Source: an optimization exercise on an open RTL-to-GDS flow (aim: small area, a short achievable clock period and few clock cycles). Production flows keep margins and buffers that such runs may drop.
Function was checked by simulation only, so behaviour that the tests miss may differ from the original.
Power figures rest on the tool's default switching activity, not on a simulated workload.

==> flow/design.v <==
`default_nettype none
module swt_front #(
	parameter int NUM_TIMERS = 32
) (
	input  wire logic         clk,
	input  wire logic         arst_n,
	input  wire logic         push,
	output      logic         full,
	input  wire logic [1:0]   mode,
	input  wire logic [4:0]   timer_id,
	input  wire logic [15:0]  deadline,
	input  wire logic [7:0]   payload,
	input  wire logic         cmd_take,
	output      logic         cmd_valid,
	output      logic [1:0]   cmd_op,
	output      logic [NUM_TIMERS-1:0] cmd_sel,
	output      logic         cmd_wait,
	input  wire logic [NUM_TIMERS-1:0] busy_nx,
	output      logic [15:0]  cmd_deadline,
	output      logic         cmd_due,
	input  wire logic [15:0]  nxt,
	input  wire logic         nxt_inc,
	output      logic [7:0]   cmd_payload
);
	logic        sk_v;
	logic [1:0]  sk_op;
	logic [4:0]  sk_id;
	logic [15:0] sk_dl;
	logic [7:0]  sk_pl;
	logic        acc;
	logic [4:0]  ld_id;
	logic [NUM_TIMERS-1:0] ld_sel;
	logic [15:0] ld_dl;
	logic        ld_lt;
	logic        ld_eq;
	logic        hd_load;
	assign full    = sk_v;
	assign acc     = push && !sk_v && (mode != 2'd3);
	assign hd_load = !cmd_valid || cmd_take;
	assign ld_id   = sk_v ? sk_id : timer_id;
	assign ld_dl   = sk_v ? sk_dl : deadline;
	always_comb begin
		for (int i = 0; i < NUM_TIMERS; i++) begin
			ld_sel[i] = (ld_id == 5'(i));
		end
	end
	assign ld_lt   = (ld_dl < nxt);
	assign ld_eq   = (ld_dl == nxt);
	always_ff @(posedge clk) begin
		if (hd_load) begin
			cmd_op       <= sk_v ? sk_op : mode;
			cmd_sel      <= ld_sel;
			cmd_deadline <= ld_dl;
			cmd_due      <= nxt_inc ? (ld_lt || ld_eq) : (ld_lt || (nxt == 16'd0));
			cmd_payload  <= sk_v ? sk_pl : payload;
		end
		if (!sk_v) begin
			sk_op <= mode;
			sk_id <= timer_id;
			sk_dl <= deadline;
			sk_pl <= payload;
		end
	end
	always_ff @(posedge clk) begin
		cmd_wait <= |(busy_nx & (hd_load ? ld_sel : cmd_sel));
	end
	always_ff @(posedge clk or negedge arst_n) begin
		if (!arst_n) begin
			cmd_valid <= 1'b0;
			sk_v      <= 1'b0;
		end else begin
			if (hd_load) begin
				cmd_valid <= sk_v || acc;
				sk_v      <= 1'b0;
			end else if (acc) begin
				sk_v      <= 1'b1;
			end
		end
	end
endmodule
`default_nettype wire
`default_nettype none
module swt_res_fifo (
	input  wire logic         clk,
	input  wire logic         arst_n,
	input  wire logic         res_push,
	input  wire logic [4:0]   res_id,
	input  wire logic [7:0]   res_payload,
	input  wire logic         res_last,
	output      logic         res_full,
	input  wire logic         pop,
	output      logic         empty,
	output      logic [4:0]   out_id,
	output      logic [7:0]   out_payload,
	output      logic         out_last
);
	logic o_v;
	assign empty    = !o_v;
	assign res_full = o_v && !pop;
	always_ff @(posedge clk) begin
		if (!res_full) begin
			out_id      <= res_id;
			out_payload <= res_payload;
			out_last    <= res_last;
		end
	end
	always_ff @(posedge clk or negedge arst_n) begin
		if (!arst_n) begin
			o_v <= 1'b0;
		end else if (!res_full) begin
			o_v <= res_push;
		end
	end
endmodule
`default_nettype wire
`default_nettype none
module swt_back #(
	parameter int NUM_TIMERS = 32
) (
	input  wire logic         clk,
	input  wire logic         arst_n,
	input  wire logic         cmd_valid,
	input  wire logic [1:0]   cmd_op,
	input  wire logic [NUM_TIMERS-1:0] cmd_sel,
	input  wire logic         cmd_wait,
	output      logic [NUM_TIMERS-1:0] busy_nx,
	input  wire logic [15:0]  cmd_deadline,
	input  wire logic         cmd_due,
	output      logic [15:0]  nxt,
	output      logic         nxt_inc,
	input  wire logic [7:0]   cmd_payload,
	output      logic         cmd_take,
	input  wire logic         res_full,
	output      logic         res_push,
	output      logic [4:0]   res_id,
	output      logic [7:0]   res_payload,
	output      logic         res_last
);
	localparam logic [1:0] OP_TICK   = 2'd0;
	localparam logic [1:0] OP_ARM    = 2'd1;
	localparam logic [1:0] OP_CANCEL = 2'd2;
	logic [15:0]           nxt2_q;
	logic [NUM_TIMERS-1:0] active_q;
	logic [NUM_TIMERS-1:0] match_q;
	logic [NUM_TIMERS-1:0] rest_q;
	logic [NUM_TIMERS-1:0] pend2_q;
	logic [NUM_TIMERS-1:0] sel_q;
	logic                  p1v_q;
	logic                  p2v_q;
	logic                  selv_q;
	logic                  last_q;
	logic [15:0]           dl_mem [0:NUM_TIMERS-1];
	logic [7:0]            pl_mem [0:NUM_TIMERS-1];
	logic [NUM_TIMERS-1:0] hit2;
	logic [NUM_TIMERS-1:0] fire;
	logic [NUM_TIMERS-1:0] we;
	logic                  any_fire;
	logic                  p1_free;
	logic                  adv;
	logic                  is_tick;
	logic                  is_arm;
	logic                  is_cancel;
	logic                  tick_go;
	logic                  arm_go;
	function automatic logic [NUM_TIMERS-1:0] lowest(input logic [NUM_TIMERS-1:0] v);
		logic [NUM_TIMERS-1:0] p;
		p = v;
		for (int s = 1; s < NUM_TIMERS; s = s * 2) begin
			p = p | (p << s);
		end
		lowest = v & ~(p << 1);
	endfunction
	function automatic logic [NUM_TIMERS-1:0] above(input logic [NUM_TIMERS-1:0] v);
		logic [NUM_TIMERS-1:0] p;
		p = v;
		for (int s = 1; s < NUM_TIMERS; s = s * 2) begin
			p = p | (p << s);
		end
		above = v & (p << 1);
	endfunction
	function automatic logic single(input logic [NUM_TIMERS-1:0] v);
		logic [NUM_TIMERS-1:0] a;
		logic [NUM_TIMERS-1:0] m;
		a = v;
		m = '0;
		for (int w = 1; w < NUM_TIMERS; w = w * 2) begin
			for (int i = 0; i + w < NUM_TIMERS; i = i + 2 * w) begin
				m[i] = m[i] || m[i + w] || (a[i] && a[i + w]);
				a[i] = a[i] || a[i + w];
			end
		end
		single = !m[0];
	endfunction
	assign is_tick   = cmd_valid && (cmd_op == OP_TICK);
	assign is_arm    = cmd_valid && (cmd_op == OP_ARM);
	assign is_cancel = cmd_valid && (cmd_op == OP_CANCEL);
	assign res_push  = selv_q && !res_full;
	assign p1_free   = !p1v_q || (res_push && last_q);
	assign adv       = res_push || !selv_q;
	assign tick_go   = is_tick && (!p2v_q || p1_free);
	assign arm_go    = is_arm && !cmd_wait;
	assign cmd_take  = tick_go || arm_go || is_cancel;
	assign we        = arm_go ? cmd_sel : '0;
	assign busy_nx   = (res_push ? rest_q : (sel_q | rest_q)) | pend2_q |
	                   (is_tick ? (active_q & match_q) : '0);
	assign fire      = tick_go ? (active_q & match_q) : '0;
	assign any_fire  = tick_go && (|(active_q & match_q));
	assign nxt       = nxt2_q;
	assign nxt_inc   = tick_go;
	always_comb begin
		for (int i = 0; i < NUM_TIMERS; i++) begin
			hit2[i] = (dl_mem[i] == nxt2_q);
		end
	end
	always_comb begin
		res_id      = '0;
		res_payload = '0;
		for (int i = 0; i < NUM_TIMERS; i++) begin
			if (sel_q[i]) begin
				res_id      = res_id | 5'(i);
				res_payload = res_payload | pl_mem[i];
			end
		end
		res_last = last_q;
	end
	always_ff @(posedge clk) begin
		for (int i = 0; i < NUM_TIMERS; i++) begin
			if (we[i]) begin
				dl_mem[i] <= cmd_deadline;
				pl_mem[i] <= cmd_payload;
				match_q[i] <= cmd_due;
			end else if (tick_go) begin
				match_q[i] <= hit2[i];
			end
		end
	end
	always_ff @(posedge clk or negedge arst_n) begin
		if (!arst_n) begin
			nxt2_q   <= 16'd2;
			active_q <= '0;
			rest_q   <= '0;
			pend2_q  <= '0;
			sel_q    <= '0;
			p1v_q    <= 1'b0;
			p2v_q    <= 1'b0;
			selv_q   <= 1'b0;
			last_q   <= 1'b0;
		end else begin
			if (tick_go) begin
				nxt2_q <= nxt2_q + 1'b1;
			end
			for (int i = 0; i < NUM_TIMERS; i++) begin
				if (we[i]) begin
					active_q[i] <= 1'b1;
				end else if (is_cancel && cmd_sel[i]) begin
					active_q[i] <= 1'b0;
				end else if (fire[i]) begin
					active_q[i] <= 1'b0;
				end
			end
			if (p1_free) begin
				sel_q   <= '0;
				rest_q  <= p2v_q ? pend2_q : fire;
				selv_q  <= 1'b0;
				p1v_q   <= p2v_q || any_fire;
				pend2_q <= p2v_q ? fire : '0;
				p2v_q   <= p2v_q && any_fire;
			end else begin
				if (adv) begin
					sel_q  <= lowest(rest_q);
					rest_q <= above(rest_q);
					last_q <= single(rest_q);
					selv_q <= 1'b1;
				end
				pend2_q <= pend2_q | fire;
				p2v_q   <= p2v_q || any_fire;
			end
		end
	end
endmodule
`default_nettype wire
`default_nettype none
module software_timer_expiry_scan #(
	parameter int NUM_TIMERS = 32
) (
	input  wire logic         clk,
	input  wire logic         arst_n,
	input  wire logic         push,
	output      logic         full,
	input  wire logic [1:0]   mode,
	input  wire logic [4:0]   timer_id,
	input  wire logic [15:0]  deadline,
	input  wire logic [7:0]   payload,
	output      logic         empty,
	input  wire logic         pop,
	output      logic [4:0]   fired_timer,
	output      logic [7:0]   fired_payload,
	output      logic         last
);
	logic [1:0]  cmd_op;
	logic [NUM_TIMERS-1:0] cmd_sel;
	logic        cmd_wait;
	logic [NUM_TIMERS-1:0] busy_nx;
	logic [15:0] cmd_deadline;
	logic        cmd_due;
	logic [15:0] nxt;
	logic        nxt_inc;
	logic [7:0]  cmd_payload;
	logic        cmd_valid;
	logic        cmd_take;
	logic [4:0]  res_id;
	logic [7:0]  res_payload;
	logic        res_last;
	logic        res_push;
	logic        res_full;
	swt_front #(
		.NUM_TIMERS(NUM_TIMERS)
	) u_front (
		.clk          (clk),
		.arst_n       (arst_n),
		.push         (push),
		.full         (full),
		.mode         (mode),
		.timer_id     (timer_id),
		.deadline     (deadline),
		.payload      (payload),
		.cmd_take     (cmd_take),
		.cmd_valid    (cmd_valid),
		.cmd_op       (cmd_op),
		.cmd_sel      (cmd_sel),
		.cmd_wait     (cmd_wait),
		.busy_nx      (busy_nx),
		.cmd_deadline (cmd_deadline),
		.cmd_due      (cmd_due),
		.nxt          (nxt),
		.nxt_inc      (nxt_inc),
		.cmd_payload  (cmd_payload)
	);
	swt_back #(
		.NUM_TIMERS(NUM_TIMERS)
	) u_back (
		.clk          (clk),
		.arst_n       (arst_n),
		.cmd_valid    (cmd_valid),
		.cmd_op       (cmd_op),
		.cmd_sel      (cmd_sel),
		.cmd_wait     (cmd_wait),
		.busy_nx      (busy_nx),
		.cmd_deadline (cmd_deadline),
		.cmd_due      (cmd_due),
		.nxt          (nxt),
		.nxt_inc      (nxt_inc),
		.cmd_payload  (cmd_payload),
		.cmd_take     (cmd_take),
		.res_full     (res_full),
		.res_push     (res_push),
		.res_id       (res_id),
		.res_payload  (res_payload),
		.res_last     (res_last)
	);
	swt_res_fifo u_res_fifo (
		.clk         (clk),
		.arst_n      (arst_n),
		.res_push    (res_push),
		.res_id      (res_id),
		.res_payload (res_payload),
		.res_last    (res_last),
		.res_full    (res_full),
		.pop         (pop),
		.empty       (empty),
		.out_id      (fired_timer),
		.out_payload (fired_payload),
		.out_last    (last)
	);
endmodule
`default_nettype wire
Settings: LEC_CHECK=0, ABC_CLOCK_PERIOD_IN_PS=2600, CAP_MARGIN=20, CORE_MARGIN=2, CORE_UTILIZATION=40, CTS_CLUSTER_DIAMETER=80, CTS_CLUSTER_SIZE=24, SETUP_SLACK_MARGIN=3.4, SLEW_MARGIN=20, TNS_END_PERCENT=5; clock period 6.0 ns.
standard.sh (not shown) runs the stock make flow with config.mk's settings and CLKGATE_MAP_FILE= SYNTH_SCRIPT=/design/flow/synth_recipe.tcl, a recipe that flattens the netlist after the stock synthesis.
==> flow/flow/run.sh <==
#!/bin/bash
# Layout flow: the standard flow (standard synthesis, ORFS place, CTS,
# route) with two changes: the port buffers are plain buf_4 cells instead of
# ORFS's default pick (a slow delay cell), and CTS inserts no dummy loads.
# Each tool's output goes to standard.log in this folder (and ORFS's own logs
# under orfs/logs).
set -o pipefail
export BUFFER_PORTS_ARGS="-buffer_cell sky130_fd_sc_hd__buf_4"
export CTS_ARGS="-sink_clustering_enable -repair_clock_nets -sink_clustering_size 24 -sink_clustering_max_diameter 80 -dont_use_dummy_load"
bash standard.sh > standard.log 2>&1
Testbench counts at the start, summed over its fixed seeds: cycles 16,436.
Then changed:
--- a/flow/design.v
+++ b/flow/design.v
@@ -257,13 +257,14 @@
 				end else if (fire[i]) begin
 					active_q[i] <= 1'b0;
 				end
 			end
 			if (p1_free) begin
-				sel_q   <= '0;
-				rest_q  <= p2v_q ? pend2_q : fire;
-				selv_q  <= 1'b0;
+				sel_q   <= lowest(pend2_q);
+				rest_q  <= p2v_q ? above(pend2_q) : fire;
+				last_q  <= single(pend2_q);
+				selv_q  <= p2v_q;
 				p1v_q   <= p2v_q || any_fire;
 				pend2_q <= p2v_q ? fire : '0;
 				p2v_q   <= p2v_q && any_fire;
 			end else begin
 				if (adv) begin
What happened: The changed run finished clean; fmax fell by 2.3%; total power rose by 7.5%; routed wire length rose by 12%; area after synthesis rose by 2.1%; count of clock-buffer cells in the layout does not change; global-route usage rose by 2.1 points; core utilization rose by 0.39 points.
Testbench counts after the change, summed over its fixed seeds: cycles 16,363.

==> what the ideal ports hide <==
In the flow no input, the clock included, has a driving cell. The finished layouts below were timed again as built, in two steps. Step 1 sets driving cells, clkbuf_16 on the clock port and buf_2 on the other inputs (assumed; they add their load-dependent delay and slew). Step 2 also shifts input and output timing later by t, the mid clock arrival at the registers, as if the neighbouring blocks saw the same clock. a / b / c = ideal ports / drivers / drivers and shift; a / b = the first two.
run	t (ns)	setup WS [ns]	worst hold slack (ns)	clock arrival spread, ns
the first run	0.702	3.302 / 3.233 / 2.802	0.478 / 0.450 / 0.481	0.086 / 0.085
the second run	0.719	3.237 / 3.244 / 2.556	0.479 / 0.479 / 0.479	0.068 / 0.068
After both steps setup and hold are still met in every run listed. For the second run, which loses most, drivers alone change the setup slack by +0.007 ns; drivers and shift together by -0.681 ns.
